Background: an optimization exercise with open tools, aiming at a short achievable clock period and few clock cycles. Do not read the settings as production practice.
In this exercise RTL edits were held to simulation tests only and were not proved equivalent to the original.
No activity file was given, so power comes from the tool's default toggle rates.

`flow/config.mk`:
```
export PLATFORM = sky130hd
export DESIGN_NAME = lc3b_core
export DESIGN_NICKNAME = lc3b_core
export VERILOG_FILES = /design/flow/design.v
export SDC_FILE = /design/flow/constraint.sdc
export NUM_CORES = 4
export LEC_CHECK = 0
export ABC_CLOCK_PERIOD_IN_PS = 2500
export CAP_MARGIN = 20
export CORE_MARGIN = 2
export CORE_UTILIZATION = 40
export SETUP_SLACK_MARGIN = 5
export SLEW_MARGIN = 20
export SYNTH_MEMORY_MAX_BITS = 8192
export TNS_END_PERCENT = 100
```
`flow/constraint.sdc`:
```
create_clock -name core_clock -period 8.0 [get_ports {clk}]
set_input_delay 1.6000 -clock core_clock [delete_from_list [all_inputs] [get_ports {clk}]]
set_output_delay 1.6000 -clock core_clock [all_outputs]
set_load 0.01 [all_outputs]
```
`flow/design.v`:
```
package lc3b_pkg;
typedef union packed {
    struct packed {
        logic [3:0] opcode;
        logic [2:0] dr;
        logic [2:0] sr1;
        logic       imm;           
        logic [4:0] tail;          
    } opr;
    struct packed {
        logic [3:0] opcode;
        logic [2:0] dr;            
        logic [2:0] base;
        logic [5:0] offset6;
    } mem;
} lc3b_instr_t;
function automatic logic [2:0] lc3b_nzp(input logic [16-1:0] value);
    logic [2:0] cc;
    if (value[16-1])
        cc = 3'b100;
    else if (value == '0)
        cc = 3'b010;
    else
        cc = 3'b001;
    lc3b_nzp = cc;
endfunction
endpackage
`timescale 1ns/10ps
module lc3b_core
(
    input  logic                        clk,
    input  logic                        rst,
    input  logic                        instr_valid,
    input  logic [16-1:0]     instr,
    output logic                        instr_ready,
    output logic                        wb_valid,
    output logic [2:0]                  wb_dr,
    output logic [16-1:0]     wb_data,
    output logic [2:0]                  wb_cc
);
localparam int NB = 8;
function automatic logic [255:0] decode8(input logic [7:0] x);
    logic [15:0] l;
    logic [15:0] h;
    for (int k = 0; k < 16; k++)
    begin
        l[k] = (x[3:0] == 4'(k));
        h[k] = (x[7:4] == 4'(k));
    end
    for (int k = 0; k < 256; k++)
        decode8[k] = l[k & 15] && h[k >> 4];
endfunction
function automatic logic [15:0] mem_read(input logic [255:0][15:0] mem,
    input logic [NB*5-1:0] lo, input logic [2:0] hi);
    logic [NB-1:0][15:0] bank_out;
    logic [31:0][15:0] words;
    for (int b = 0; b < NB; b++)
    begin
        for (int j = 0; j < 32; j++)
            words[j] = mem[b * 32 + j];
        bank_out[b] = words[lo[b*5 +: 5]];
    end
    mem_read = bank_out[hi];
endfunction
function automatic logic [NB*5-1:0] bank_lo(input logic en, input logic [7:0] a);
    for (int b = 0; b < NB; b++)
        bank_lo[b*5 +: 5] = (en && a[7:5] == 3'(b)) ? a[4:0] : 5'd0;
endfunction
logic        ready_q;
logic [15:0] pc;
logic        q_v;
logic [1:0]  q_gap;             
logic [15:0] q_w;
logic [15:0] q_npc;
logic        q_wr;
logic        q_late;
logic        q_late2;
logic [1:0]  q_sp;              
logic        a_v, a_wr, a_late, a_late2, a_setcc;
logic [1:0]  a_sp;
logic [2:0]  a_dr;
logic        a_add, a_and, a_not, a_shf, a_lea, a_ldr, a_ldi, a_str, a_sti;
logic        a_shl, a_sra;
logic [3:0]  a_amt;
logic [7:0]  a_off;
logic [15:0] a_lea_val;
logic [15:0] a_x, a_y, a_s;
logic        a_x_f1, a_x_f2, a_x_f3, a_y_f1, a_y_f2, a_y_f3, a_s_f1, a_s_f2, a_s_f3;
logic        a_x_r1, a_x_r2, a_y_r1, a_y_r2, a_s_r1, a_s_r2, a_s_m1, a_x_m1, a_y_m1;
logic        r_v, r_wr, r_late, r_late2, r_setcc;
logic [1:0]  r_sp;
logic [2:0]  r_dr;
logic        r_add, r_and, r_not, r_shf, r_rd, r_ldi, r_str, r_sti;
logic        r_shl, r_sra;
logic [3:0]  r_amt;
logic [15:0] r_res;
logic [15:0] r_x, r_y, r_s;
logic        r_x_r1, r_x_r2, r_y_r1, r_y_r2, r_s_r1, r_s_r2, r_s_m1, r_x_m1, r_y_m1;
logic [7:0]  r_off;
logic [NB*5-1:0] r_alo;
logic [2:0]  r_ahi;
logic [7:0]  r_raddr;
logic        m_v, m_wr, m_setcc, m_ldi, m_sti, m_st;
logic [2:0]  m_dr;
logic [15:0] m_res;
logic [15:0] m_s;
logic        m_s_m1;
logic        m_late2, m_x_m1, m_y_m1;
logic        m_add, m_and, m_not, m_shl, m_sra;
logic [3:0]  m_amt;
logic [15:0] m_x, m_y;
logic [7:0]  m_addr;
logic [NB*5-1:0] m_plo;
logic [2:0]  m_phi;
logic        w_v, w_wr, w_setcc;
logic [2:0]  w_dr;
logic [15:0] w_res;
logic [15:0] rf [8];
logic [255:0][15:0] dmem;
logic [3:0] i_op;
logic [2:0] i_dr, i_s1, i_s2;
logic       i_use2, i_alu, i_mem, i_st;
logic       i_m1_1, i_m2_1, i_m1_2, i_m2_2;
logic [1:0] i_ga1, i_ga2, i_gl1, i_gl2, i_ga, i_gl;
logic       i_str;
logic [1:0] i_gap;
logic       i_late;
logic       i_late2;
logic [1:0] i_sp;
logic       acc;
logic [1:0] gap_next;
assign i_op = instr[15:12];
assign i_dr = instr[11:9];
assign i_s1 = instr[8:6];
assign i_s2 = instr[2:0];
assign i_alu = (i_op == 4'b0001) || (i_op == 4'b0101)
            || (i_op == 4'b1001) || (i_op == 4'b1101);
assign i_use2 = ((i_op == 4'b0001) || (i_op == 4'b0101)) && !instr[5];
assign i_mem = (i_op == 4'b0110) || (i_op == 4'b1010)
            || (i_op == 4'b0111) || (i_op == 4'b1011);
assign i_st = (i_op == 4'b0111) || (i_op == 4'b1011);
assign i_str = (i_op == 4'b0111);
assign i_m1_1 = q_v && q_wr && q_w[11:9] == i_s1;
assign i_m2_1 = a_v && a_wr && a_dr == i_s1;
assign i_m1_2 = q_v && q_wr && q_w[11:9] == i_s2;
assign i_m2_2 = a_v && a_wr && a_dr == i_s2;
assign i_ga1 = i_m1_1 ? q_sp : ((i_m2_1 && a_sp == 2'd2) ? 2'd1 : 2'd0);
assign i_ga2 = !i_use2 ? 2'd0 : (i_m1_2 ? q_sp : ((i_m2_2 && a_sp == 2'd2) ? 2'd1 : 2'd0));
assign i_gl1 = (i_m1_1 && q_sp == 2'd2) ? 2'd1 : 2'd0;
assign i_gl2 = (i_use2 && i_m1_2 && q_sp == 2'd2) ? 2'd1 : 2'd0;
assign i_ga = (i_ga1 > i_ga2) ? i_ga1 : i_ga2;
assign i_gl = i_gl1 | i_gl2;
always_comb
begin
    i_late = 1'b0;
    i_late2 = 1'b0;
    i_gap = 2'd0;
    if (i_str)
        i_gap = i_gl1;
    else if (i_mem)
        i_gap = i_ga1;
    else if (i_alu && i_ga != 2'd0)
    begin
        if (i_gl == 2'd0)
            i_late = 1'b1;
        else
            i_late2 = 1'b1;
    end
    case (i_op)
        4'b0110: i_sp = 2'd1;
        4'b1010: i_sp = 2'd2;
        default:      i_sp = i_late2 ? 2'd2 : (i_late ? 2'd1 : 2'd0);
    endcase
end
assign instr_ready = ready_q;
assign acc = instr_valid && q_gap == 2'd0;
assign gap_next = (q_gap != 2'd0) ? q_gap - 2'd1 : (acc ? i_gap : 2'd0);
always_ff @(posedge clk)
begin
    if (rst)
    begin
        ready_q <= 1'b1;
        pc <= 16'h3000;
        q_v <= 1'b0;
        q_gap <= 2'd0;
    end
    else
    begin
        ready_q <= (gap_next == 2'd0);
        q_gap <= gap_next;
        if (q_gap == 2'd0)
        begin
            q_v <= acc;
            if (acc)
                pc <= pc + 16'd2;
        end
    end
end
always_ff @(posedge clk)
begin
    if (acc)
    begin
        q_w <= instr;
        q_npc <= pc + 16'd2;
        q_wr <= !i_st;
        q_late <= i_late;
        q_late2 <= i_late2;
        q_sp <= i_sp;
    end
end
logic        d_v;
logic [3:0]  d_op;
logic [2:0]  d_dr, d_s1, d_s2;
logic        d_use2;
logic [15:0] d_rx, d_ry, d_rs;
logic        w_wen;
assign d_v = q_v && q_gap == 2'd0;
assign d_op = q_w[15:12];
assign d_dr = q_w[11:9];
assign d_s1 = q_w[8:6];
assign d_s2 = q_w[2:0];
assign d_use2 = ((d_op == 4'b0001) || (d_op == 4'b0101)) && !q_w[5];
assign w_wen = w_v && w_wr;
function automatic logic [15:0] rf_read(input logic [2:0] r, input logic [15:0] rf0,
    input logic [15:0] rf1, input logic [15:0] rf2, input logic [15:0] rf3,
    input logic [15:0] rf4, input logic [15:0] rf5, input logic [15:0] rf6,
    input logic [15:0] rf7, input logic wv, input logic [2:0] wr, input logic [15:0] wd);
    logic [15:0] v;
    case (r)
        3'd0: v = rf0;
        3'd1: v = rf1;
        3'd2: v = rf2;
        3'd3: v = rf3;
        3'd4: v = rf4;
        3'd5: v = rf5;
        3'd6: v = rf6;
        default: v = rf7;
    endcase
    rf_read = (wv && wr == r) ? wd : v;
endfunction
assign d_rx = rf_read(d_s1, rf[0], rf[1], rf[2], rf[3], rf[4], rf[5], rf[6], rf[7], w_wen, w_dr, w_res);
assign d_ry = rf_read(d_s2, rf[0], rf[1], rf[2], rf[3], rf[4], rf[5], rf[6], rf[7], w_wen, w_dr, w_res);
assign d_rs = rf_read(d_dr, rf[0], rf[1], rf[2], rf[3], rf[4], rf[5], rf[6], rf[7], w_wen, w_dr, w_res);
logic d_k1x, d_k2x, d_k3x, d_k1y, d_k2y, d_k3y, d_k1s, d_k2s, d_k3s;
assign d_k1x = a_v && a_wr && a_dr == d_s1;
assign d_k2x = !d_k1x && r_v && r_wr && r_dr == d_s1;
assign d_k3x = !d_k1x && !d_k2x && m_v && m_wr && m_dr == d_s1;
assign d_k1y = a_v && a_wr && a_dr == d_s2;
assign d_k2y = !d_k1y && r_v && r_wr && r_dr == d_s2;
assign d_k3y = !d_k1y && !d_k2y && m_v && m_wr && m_dr == d_s2;
assign d_k1s = a_v && a_wr && a_dr == d_dr;
assign d_k2s = !d_k1s && r_v && r_wr && r_dr == d_dr;
assign d_k3s = !d_k1s && !d_k2s && m_v && m_wr && m_dr == d_dr;
always_ff @(posedge clk)
begin
    if (rst)
        a_v <= 1'b0;
    else
        a_v <= d_v;
end
always_ff @(posedge clk)
begin
    a_wr <= q_wr;
    a_late <= q_late;
    a_late2 <= q_late2;
    a_sp <= q_sp;
    a_setcc <= (d_op != 4'b1110);
    a_dr <= d_dr;
    a_add <= (d_op == 4'b0001);
    a_and <= (d_op == 4'b0101);
    a_not <= (d_op == 4'b1001);
    a_shf <= (d_op == 4'b1101);
    a_lea <= (d_op == 4'b1110);
    a_ldr <= (d_op == 4'b0110);
    a_ldi <= (d_op == 4'b1010);
    a_str <= (d_op == 4'b0111);
    a_sti <= (d_op == 4'b1011);
    a_shl <= !q_w[4];
    a_sra <= q_w[5];
    a_amt <= q_w[3:0];
    a_off <= {{2{q_w[5]}}, q_w[5:0]};
    a_lea_val <= q_npc + {{6{q_w[8]}}, q_w[8:0], 1'b0};
    a_x <= d_rx;
    a_y <= d_use2 ? d_ry : {{11{q_w[4]}}, q_w[4:0]};
    a_s <= d_rs;
    a_x_f1 <= d_k1x && a_sp == 2'd0;
    a_x_f2 <= d_k2x && r_sp != 2'd2;
    a_x_f3 <= d_k3x;
    a_y_f1 <= d_use2 && d_k1y && a_sp == 2'd0;
    a_y_f2 <= d_use2 && d_k2y && r_sp != 2'd2;
    a_y_f3 <= d_use2 && d_k3y;
    a_s_f1 <= d_k1s && a_sp == 2'd0;
    a_s_f2 <= d_k2s && r_sp != 2'd2;
    a_s_f3 <= d_k3s;
    a_x_r1 <= d_k1x && a_sp != 2'd2;
    a_x_r2 <= d_k2x;
    a_y_r1 <= d_use2 && d_k1y && a_sp != 2'd2;
    a_y_r2 <= d_use2 && d_k2y;
    a_s_r1 <= d_k1s && a_sp != 2'd2;
    a_s_r2 <= d_k2s;
    a_s_m1 <= d_k1s;
    a_x_m1 <= d_k1x;
    a_y_m1 <= d_use2 && d_k1y;
end
function automatic logic [15:0] alu(input logic add, input logic and_, input logic not_,
    input logic shl, input logic sra, input logic [3:0] amt,
    input logic [15:0] x, input logic [15:0] y);
    logic [15:0] v;
    if (add)
        v = x + y;
    else if (and_)
        v = x & y;
    else if (not_)
        v = ~x;
    else if (shl)
        v = x << amt;
    else if (!sra)
        v = x >> amt;
    else
        v = $signed(x) >>> amt;
    alu = v;
endfunction
logic [15:0] ax, ay, as_;
logic [15:0] a_alu;
logic [7:0]  a_wa;
assign ax  = a_x_f1 ? r_res : (a_x_f2 ? m_res : (a_x_f3 ? w_res : a_x));
assign ay  = a_y_f1 ? r_res : (a_y_f2 ? m_res : (a_y_f3 ? w_res : a_y));
assign as_ = a_s_f1 ? r_res : (a_s_f2 ? m_res : (a_s_f3 ? w_res : a_s));
assign a_wa = ax[8:1] + a_off;
assign a_alu = alu(a_add, a_and, a_not, a_shl, a_sra, a_amt, ax, ay);
always_ff @(posedge clk)
begin
    if (rst)
        r_v <= 1'b0;
    else
        r_v <= a_v;
end
always_ff @(posedge clk)
begin
    r_wr <= a_wr;
    r_late <= a_late;
    r_late2 <= a_late2;
    r_sp <= a_sp;
    r_setcc <= a_setcc;
    r_dr <= a_dr;
    r_add <= a_add;
    r_and <= a_and;
    r_not <= a_not;
    r_shf <= a_shf;
    r_rd <= a_ldr || a_ldi || a_sti;
    r_ldi <= a_ldi;
    r_str <= a_str;
    r_sti <= a_sti;
    r_shl <= a_shl;
    r_sra <= a_sra;
    r_amt <= a_amt;
    r_res <= a_lea ? a_lea_val : a_alu;
    r_x <= ax;
    r_y <= ay;
    r_s <= as_;
    r_x_r1 <= a_x_r1;
    r_x_r2 <= a_x_r2;
    r_y_r1 <= a_y_r1;
    r_y_r2 <= a_y_r2;
    r_s_r1 <= a_s_r1;
    r_s_r2 <= a_s_r2;
    r_s_m1 <= a_s_m1;
    r_x_m1 <= a_x_m1;
    r_y_m1 <= a_y_m1;
    r_off <= a_off;
    r_alo <= bank_lo(a_ldr || a_ldi || a_sti, a_wa);
    r_ahi <= a_wa[7:5];
    r_raddr <= a_wa;
end
logic [15:0] rx, ry, rs;
logic [15:0] r_alu;
logic [15:0] r_mrd;
logic [7:0]  r_addr;
logic [15:0] r_rdata;
logic [15:0] r_out;
logic [15:0] ms;
logic [7:0]  m_waddr;
logic        m_we;
assign rx = r_x_r1 ? m_res : (r_x_r2 ? w_res : r_x);
assign ry = r_y_r1 ? m_res : (r_y_r2 ? w_res : r_y);
assign rs = r_s_r1 ? m_res : (r_s_r2 ? w_res : r_s);
assign r_alu = alu(r_add, r_and, r_not, r_shl, r_sra, r_amt, rx, ry);
assign r_mrd = mem_read(dmem, r_alo, r_ahi);
assign r_addr = rx[8:1] + r_off;           
logic [255:0] m_wdec;
logic         r_hit;
assign m_wdec = decode8(m_waddr);
assign r_hit = m_we && m_waddr == r_raddr;
assign r_rdata = r_hit ? ms : r_mrd;
assign r_out = r_late ? r_alu : (r_rd ? r_rdata : r_res);
always_ff @(posedge clk)
begin
    if (rst)
        m_v <= 1'b0;
    else
        m_v <= r_v;
end
always_ff @(posedge clk)
begin
    m_wr <= r_wr;
    m_setcc <= r_setcc;
    m_dr <= r_dr;
    m_ldi <= r_ldi;
    m_sti <= r_sti;
    m_st <= r_str || r_sti;
    m_res <= r_out;
    m_s <= rs;
    m_s_m1 <= r_s_m1;
    m_late2 <= r_late2;
    m_x_m1 <= r_x_m1;
    m_y_m1 <= r_y_m1;
    m_add <= r_add;
    m_and <= r_and;
    m_not <= r_not;
    m_shl <= r_shl;
    m_sra <= r_sra;
    m_amt <= r_amt;
    m_x <= rx;
    m_y <= ry;
    m_addr <= r_addr;
    m_plo <= bank_lo(r_ldi, r_rdata[8:1]);
    m_phi <= r_rdata[8:6];
end
logic [15:0] m_mrd;
assign ms = m_s_m1 ? w_res : m_s;
logic [15:0] mx, my;
logic [15:0] m_alu;
assign mx = m_x_m1 ? w_res : m_x;
assign my = m_y_m1 ? w_res : m_y;
assign m_alu = alu(m_add, m_and, m_not, m_shl, m_sra, m_amt, mx, my);
assign m_we = m_v && m_st;
assign m_waddr = m_sti ? m_res[8:1] : m_addr;
assign m_mrd = mem_read(dmem, m_plo, m_phi);
always_ff @(posedge clk)
begin
    for (int k = 0; k < 256; k++)
        if (m_we && m_wdec[k])
            dmem[k] <= ms;
end
always_ff @(posedge clk)
begin
    if (rst)
        w_v <= 1'b0;
    else
        w_v <= m_v;
end
always_ff @(posedge clk)
begin
    w_wr <= m_wr;
    w_setcc <= m_setcc;
    w_dr <= m_dr;
    w_res <= m_ldi ? m_mrd : (m_late2 ? m_alu : m_res);
end
always_ff @(posedge clk)
begin
    if (rst)
    begin
        for (int i = 0; i < 8; i++)
            rf[i] <= '0;
    end
    else if (w_wen)
        rf[w_dr] <= w_res;
end
always_ff @(posedge clk)
begin
    if (rst)
    begin
        wb_valid <= 1'b0;
        wb_cc <= 3'b010;
    end
    else
    begin
        wb_valid <= w_wen;
        if (w_wen && w_setcc)
            wb_cc <= lc3b_pkg::lc3b_nzp(w_res);
    end
end
always_ff @(posedge clk)
begin
    if (w_wen)
    begin
        wb_dr <= w_dr;
        wb_data <= w_res;
    end
end
endmodule
```
`flow/run.sh`:
```
#!/bin/bash
# synth_recipe.tcl (not shown) runs the flow's synth.tcl, then flattens the netlist and writes it again
# the make line also repeats each setting of config.mk as NAME=value (left out here)
make -C /OpenROAD-flow-scripts/flow DESIGN_CONFIG=/design/flow/config.mk WORK_HOME=/design/flow/orfs CLKGATE_MAP_FILE= SYNTH_SCRIPT=/design/flow/synth_recipe.tcl finish
```
==> run notes, run 1 <==
Syn Inst Count=12384; asr flop ratio synth=0; Hold Crit Class=reg2reg; Total GRT Usage=0.293; Synth Area in XOR/XNOR=0.00557; leak pwr=83.0 nW; post-synthesis mux area share=0.278; CP Class=reg2reg; Inst Count DP=19344; nets=13413; Max-Cap Viols=0; crit path buf inv count=1; post-synth top area cell=edfxtp_1; # DRC=0; top fanout value on the critical path=7; IO buf count=42; DR pass1 iterations=9; initial antenna violation count=44; root buffer cell=clkbuf_16; fmax=260 MHz; largest net degree at the start of global routing=163; Max clock buf depth=4; peak supply drop=0.224 mV; Final Hold Viols=0; Final Skew=94.0 ps; RSZ-0062 raised after global routing=true; final setup fails=0; Net Switching=17.0 mW; number of synthesized flops with an enable pin=4279; Routability Congestion=0.941; Clk pwr share=0.401; CP required=8980 ps; die outline height=754 um; Pins Over Slew Limit=0; simple-gate share of the synthesized area=0.0401; cell internal pwr=44.7 mW; HPWL Detailed=499000 um; yosys warns=1; H-tree depth=6; Max-slew headroom=0.147; DIE AREA=0.568 mm2; status=complete, no violations; Area Growth Syn to Fin=21.3%; synth top area cells=edfxtp_1 57%, mux4_2 25%, dfxtp_1 3.9%; Netlist cell types=95; synthesized area=0.225 mm2; kind of cell adding the most delay to the critical path=compound AO/OA/AOI/OAI gates; Avg Inst Size Synth=18.2 um2; drt wl/cell=40.3 um; Reg power frac=0.456; Layout fillers=44920; floorplan row count=275; Ports=43; syn_nets=12489; Gate power share=0.143; final setup TNS=0 ps; vias per inst=6.75; layout cell share with drive strength beyond 1=0.427; CP endpoint kind=flip-flop; Die Wd=754 um; vias in the first global route=140571; DRT iter0 DRCs=23731; Hold-fix buffers, CTS=0; worst path cell trace=buf_16 -> mux4_2 -> mux4_2 -> o211ai_1 -> o211ai_1 -> or4_4 -> o21ai_4 -> or2_4 -> nor2_2; grt total ovfl=0; clock-pin slew on the worst setup and hold paths=60 ps; Tcrit/Tclk final=0.480; final WL=856000 um; CP max-delay cell=o211ai_1; Via Count=143251; Adder-Cell Fraction of Synth Area=0.00498; Initial Util=0.401; largest family of logic cells by synthesized area=multiplexers; Worst Setup Start Kind=flip-flop; Synth Area in Compound Gates=0.0389; Switching Share=0.275; ys flop type=edfxtp_1; Yosys top cell area share=0.571; Min Clock Period, post-route=3840 ps; clock latency (worst-skew pair)=1120 ps; CTS tree=built; first-pass GRT wire length=1160000 um; CP arrival=4820 ps; Core ar.=0.561 mm2; sequential share of the synthesized area=0.610; Min Hold Slack=312 ps; Total Power=61.6 mW; Pwr Density=226 mW/mm2; Inserted Clock Buffers=531; Post-Layout Cell Count=21224; worst slew pin tran=1280 ps; Synth Register Bits=4712; clk sinks=4712; critical path's largest stage delay=690 ps; Detail Route Antenna Nets=0
worst paths after layout:
check	endpoint	from	cells past startpoint	slack (ps)
min reg2reg	r_y_r1$_DFF_P_	a_y_r1$_DFF_P_	0	310
min	r_y_r1$_DFF_P_	a_y_r1$_DFF_P_	0	310
max reg2reg	m_plo[0]$_SDFF_PN0_	r_alo[5]$_SDFF_PN0_	9	4160
max	m_plo[0]$_SDFF_PN0_	r_alo[5]$_SDFF_PN0_	9	4160
layer usage:
layer,wire [um],global-route usage,part of all wire,vias up
li1,-,-,-,54091
met1,300000,0.383,0.35,75873
met2,383000,0.443,0.45,11083
met3,111000,0.0818,0.13,2186
met4,61200,0.168,0.072,18
met5,218,0,0.00025,-
cells in the final DEF, fill, tap and decap left out, types with 40 or more instances in the layout:
master | netlist | layout
dfxtp_4 | 0 | 67
a211oi_1 | 104 | 58
inv_1 | 123 | 92
dfxtp_1 | 433 | 317
a221oi_1 | 48 | 40
o21ai_0 | 299 | 231
xnor2_1 | 82 | 72
nand2b_1 | 61 | 57
clkbuf_16 | 0 | 551
mux2i_4 | 0 | 76
and2_1 | 148 | 146
ha_1 | 80 | 63
nor2_4 | 0 | 219
clkbuf_1 | 534 | 99
bufinv_16 | 0 | 45
buf_8 | 2 | 40
buf_16 | 0 | 108
edfxtp_1 | 4279 | 4279
mux2i_1 | 414 | 307
nand3_1 | 110 | 92
buf_4 | 73 | 682
a31oi_1 | 61 | 52
clkinv_1 | 7 | 92
o22ai_1 | 86 | 65
nor2_1 | 685 | 345
nor2b_1 | 113 | 95
clkinv_2 | 0 | 76
dfxtp_2 | 0 | 49
a22oi_1 | 69 | 55
nor2_2 | 0 | 121
a21oi_1 | 280 | 237
o211ai_1 | 58 | 58
nor3_1 | 126 | 90
buf_12 | 0 | 323
nand2_1 | 447 | 407
mux2_2 | 138 | 103
xor2_1 | 61 | 55
mux4_2 | 2524 | 2524
buf_6 | 29 | 133
Yosys cell counts (80+ instances only):
cell type and count:
o22ai_1 86, and2_1 148, a21oi_1 280, a211oi_1 104, mux2_2 138, nor3_1 126
nand3_1 110, dfxtp_1 433, edfxtp_1 4279, inv_1 123, o21ai_0 299, xnor2_1 82
clkbuf_1 534, buf_2 241, nand2_1 447, nor2b_1 113, ha_1 80, nor2_1 685
buf_1 109, mux2i_1 414, mux4_2 2524
worst register-to-register path: stages, from the launching register on:
cell and delay, ps:
dfxtp_4 470, buf_16 170, mux4_2 520, mux4_2 470, o211ai_1 690, o211ai_1 420
or4_4 600, o21ai_4 120, or2_4 230, nor2_2 50
state kept, by name, indices dropped and copies added (netlist names), 40 cells and up:
register	flops
dmem	4096
rf	128
m_plo	40
r_alo	40
through the flow:
step / utilization / worst slack [ps] / cell area [um2]
after floorplan: - / 4590 / 225000
after global placement: 0.421 / 2090 / 236000
after CTS: 0.481 / 4190 / 269000
after detailed placement: 0.421 / 2470 / 236000
after global routing: 0.487 / 4210 / 273000
final: 0.487 / 4160 / 273000
logic make-up (layout without fill, tap and decap cells):
logic type | after synthesis | count (layout)
DFF | 4712 | 4712
muxes | 3078 | 3080
and+or+nand+nor | 1918 | 1922
AOI/OAI and AO/OA | 1322 | 1322
buffers and inverters | 1125 | 2457
xor gates and xnor gates | 143 | 143
adders and majority gates | 86 | 86
other | 0 | 23
power groups by stage:
stage	combinational, mW	clock, mW	sequential [mW]
after floorplan	3.49	0	28.3
after global placement	6.55	0	28.6
after detailed placement	6.66	0	28.6
after CTS	8.06	24.9	28.1
after global routing	8.87	25.8	28.1
final	8.83	24.7	28.1
area by class of cell:
cell class | count | area, um2 | share of cell area
sequential | 4712 | 137000 | 0.504
multi-input combinational | 6553 | 89500 | 0.328
timing repair buffer | 1370 | 18300 | 0.0672
clock buffer | 659 | 14200 | 0.0520
tap | 7479 | 9360 | 0.0343
clock inverter | 288 | 3260 | 0.0119
inverter | 136 | 586 | 0.00215
antenna | 23 | 57.6 | 0.000211
timing repair inverter | 4 | 20.0 | 0.0000734
timing repair:
action / 4_1_cts / 5_1_grt
pin swaps: 350 / 166
resized for setup: 1288 / 344
cloned: 91 / 10
endpoints found under the hold margin: 0 / 0
buffers inserted: 663 / 142
setup endpoints to repair: 6094 / 862
Testbench counts, summed over its fixed seeds: cycles 27,252.
==> run 2, diff against run 1 <==
--- a/flow/config.mk
+++ b/flow/config.mk
@@ -9,7 +9,8 @@
 export CAP_MARGIN = 20
 export CORE_MARGIN = 2
 export CORE_UTILIZATION = 40
-export SETUP_SLACK_MARGIN = 5
+export PLACE_DENSITY = 0.75
+export SETUP_SLACK_MARGIN = 4.4
 export SLEW_MARGIN = 20
 export SYNTH_MEMORY_MAX_BITS = 8192
 export TNS_END_PERCENT = 100
==> run 2 against run 1 <==
Against the previous run: register-to-register slack got worse by 300 ps; count of clock-buffer cells in the layout fell by 62; clock power fell by 8%; worst setup slack got worse by 300 ps; sequential power barely moved; core utilization fell by 2.3 points; maximum frequency fell by 7.2%.
==> run notes, run 2 <==
status=complete, no violations (unchanged); internal reg-to-reg setup slack=3860 ps (was 4160 ps); Reg power frac=0.481 (was 0.456); Max clock buf depth=4 (unchanged); Gate power share=0.132 (was 0.143); Regs by FF count=dmem (4096), rf (128) (unchanged); Total GRT Usage=0.265 (was 0.293); RSZ-0062 raised after global routing=true (unchanged); clk sinks=4712 (unchanged); layout cell share with drive strength beyond 1=0.381 (was 0.427); asr flop ratio synth=0 (unchanged); Avg Inst Size Synth=18.2 um2 (unchanged); Via Count=141957 (was 143251); peak supply drop=0.206 mV (was 0.224 mV); DIE AREA=0.568 mm2 (unchanged); critical path's largest stage delay=750 ps (was 690 ps); most frequent cells in the layout=4279 x edfxtp_1, 2524 x mux4_2, 629 x buf_4 (was 4279 x edfxtp_1, 2524 x mux4_2, 682 x buf_4); Worst Setup Start Kind=flip-flop (unchanged); top fanout value on the critical path=22 (was 7); Tcrit/Tclk final=0.517 (was 0.480); CP required=8960 ps (was 8980 ps); cell internal pwr=42.7 mW (was 44.7 mW); final setup TNS=0 ps (unchanged); Synth Register Bits=4712 (unchanged); Inserted Clock Buffers=474 (was 531); fmax=242 MHz (was 260 MHz); Switching Share=0.271 (was 0.275); die outline height=754 um (unchanged); synth top area cells=edfxtp_1 57%, mux4_2 25%, dfxtp_1 3.9% (unchanged); floorplan row count=275 (unchanged); max reg flops=4096 (unchanged); CP Class=reg2reg (unchanged); DR pass1 iterations=8 (was 9); grt total ovfl=0 (unchanged); CTS tree=built (unchanged); Min Clock Period, post-route=4140 ps (was 3840 ps); Routability Congestion=1.01 (was 0.941); largest net degree at the start of global routing=162 (was 163); sequential share of the synthesized area=0.610 (unchanged); Detail Route Antenna Nets=0 (unchanged); first-pass GRT wire length=1070000 um (was 1160000 um); Netlist cell types=95 (unchanged); initial antenna violation count=65 (was 44); Area Growth Syn to Fin=15.6% (was 21.3%); Pins Over Slew Limit=0 (unchanged); yosys warns=1 (unchanged); Critical Path Most Common Cell=o211ai_1; # DRC=0 (unchanged); worst slew pin tran=1370 ps (was 1280 ps); H-tree depth=5 (was 6); ys flop type=edfxtp_1 (unchanged); vias in the first global route=136397 (was 140571); DRT iter0 DRCs=27393 (was 23731); Yosys top cell area share=0.571 (unchanged); Top reg by flops=dmem (unchanged); number of synthesized flops with an enable pin=4279 (unchanged); Clk pwr share=0.387 (was 0.401); most common cell after layout, fill and taps aside=edfxtp_1 (unchanged); worst path cell trace=buf_6 -> mux4_2 -> o211ai_1 -> o211ai_1 -> or4_4 -> o21ai_4 -> or2_4 -> nor2_4 (was buf_16 -> mux4_2 -> mux4_2 -> o211ai_1 -> o211ai_1 -> or4_4 -> o21ai_4 -> or2_4 -> nor2_2); final setup fails=0 (unchanged); clock-pin slew on the worst setup and hold paths=70 ps (was 60 ps); final WL=781000 um (was 856000 um); Max-Cap Viols=0 (unchanged); Ports=43 (unchanged); CP arrival=5100 ps (was 4820 ps); HPWL Detailed=465000 um (was 499000 um); nets=12918 (was 13413); IO buf count=42 (unchanged); Core ar.=0.561 mm2 (unchanged); syn_nets=12489 (unchanged); Initial Util=0.401 (unchanged); CP endpoint kind=flip-flop (unchanged); post-synth top area cell=edfxtp_1 (unchanged); Die Wd=754 um (unchanged); drt wl/cell=37.7 um (was 40.3 um); Final Hold Viols=0 (unchanged); most frequent cells after synthesis=4279 x edfxtp_1, 2524 x mux4_2, 685 x nor2_1 (unchanged); Pwr Density=225 mW/mm2 (was 226 mW/mm2); root buffer cell=clkbuf_16 (unchanged); Hold Crit Class=reg2reg (unchanged); clock latency (worst-skew pair)=1160 ps (was 1120 ps); synthesized area=0.225 mm2 (unchanged); count leader, synth=edfxtp_1 (unchanged); post-route core utilization=0.464 (was 0.487); vias per inst=6.85 (was 6.75); Net Switching=15.9 mW (was 17.0 mW); Final Skew=151 ps (was 94.0 ps); leak pwr=78.1 nW (was 83.0 nW); CP max-delay cell=o211ai_1 (unchanged); Max-slew headroom=0.0854 (was 0.147); Syn Inst Count=12384 (unchanged)
[run 2: cell counts after synthesis]
Identical to the previous run, type by type.
[run 2: logic make-up (layout without fill, tap and decap cells)]
family,after synthesis,in the layout,share of synthesized area
other,0,36,0
XOR/XNOR,143,143,0.00557
flip-flops,4712,4712,0.610
adder cells (fa/ha/maj),86,86,0.00498
AND/OR/NAND/NOR,1918,1919,0.0401
AO/OA/AOI/OAI,1322,1322,0.0389
multiplexers,3078,3078,0.278
buffers and inverters,1125,1958,0.0224
[run 2: final cells by class]
type / instances / area (um2)
Tap cell: 7479 / 9360
Inverter: 136 / 551
Sequential cell: 4712 / 137000
Timing Repair inverter: 3 / 15.0
Clock buffer: 597 / 12600
Multi-Input combinational cell: 6548 / 86600
Fill cell: 45209 / 300000
Clock inverter: 284 / 3040
Timing Repair Buffer: 938 / 10400
Antenna cell: 36 / 90.1
[run 2: layer usage]
layer / GRT usage / vias to the layer above / share of wire / routed length, um
li1: - / 53018 / - / -
met1: 0.337 / 72771 / 0.32 / 254000
met2: 0.384 / 13503 / 0.43 / 338000
met3: 0.110 / 2615 / 0.17 / 133000
met4: 0.151 / 50 / 0.070 / 54900
met5: 0.00623 / - / 0.0011 / 868
[run 2: worst paths after layout]
path | cells after the start | end | from
setup / recovery | 8 | m_plo[0]$_SDFF_PN0_ | r_alo[8]$_SDFF_PN0_
hold / removal | 0 | r_y_r1$_DFF_P_ | a_y_r1$_DFF_P_
setup reg to reg | 8 | m_plo[0]$_SDFF_PN0_ | r_alo[8]$_SDFF_PN0_
hold reg to reg | 0 | r_y_r1$_DFF_P_ | a_y_r1$_DFF_P_
[run 2: worst max-delay path: cells and delay by family (launching register included)]
family | cells | cell delay, ps
buf+inv | 1 | 340
flops | 1 | 650
compound gates | 3 | 1400
simple gates | 3 | 990
mux | 1 | 530
[run 2: metrics by stage]
stage	std cells	hold WS [ps]	worst slack (ps)	instance area [um2]	power, mW
2_1_floorplan	12384	310	4390	225000	31.8
3_3_place_gp	19438	313	2400	236000	34.8
3_5_place_dp	19442	314	2470	236000	34.8
4_1_cts	20534	301	4220	257000	57.5
5_1_grt	20707	303	4030	260000	59.4
6_report	20733	307	3860	260000	58.6
[run 2: repair_timing]
item,4_1_cts,5_1_grt
resized for setup,565,297
hold buffers,0,0
gates cloned,25,12
endpoints found under the setup margin,4318,1636
pin swaps,64,93
setup buffers,186,149
[run 2: power groups by stage]
stage               Clock, mW  Sequential [mW]  Combinational [mW]
finish                   22.7             28.1                7.74
global route             23.6             28.1                7.70
CTS                      22.7             28.1                6.82
detailed placement          0             28.6                6.21
global placement            0             28.6                6.13
floorplan                   0             28.3                3.46

afterwards: timing with drivers on the ports:
No port has a modelled driver above. Below, the same layouts with a new extraction and two added sets of constraints.
Step 1, drivers: a clkbuf_16 drives clk and a buf_2 each remaining input, both assumed.
Step 2 times the ports against the registers' clock, not the clock port: input delays grow and output delays shrink by t, the midpoint of the rising clock arrivals with the driver on.
Slacks: ideal / step 1 / step 2; pairs: ideal / step 1.
run	t (ns)	setup WS [ns]	worst setup path after step 2	latest minus earliest clock arrival (ns)	pins driven straight from the clock port
run 1	1.200	4.160 / 4.160 / 3.986	input to register	0.098 / 0.097	1
run 2	1.222	3.862 / 3.862 / 3.325	input to register	0.160 / 0.161	1
After both steps every run listed still meets setup and hold. For run 2, which loses most, drivers alone change the setup slack by 0.000 ns; drivers and shift together by -0.537 ns.
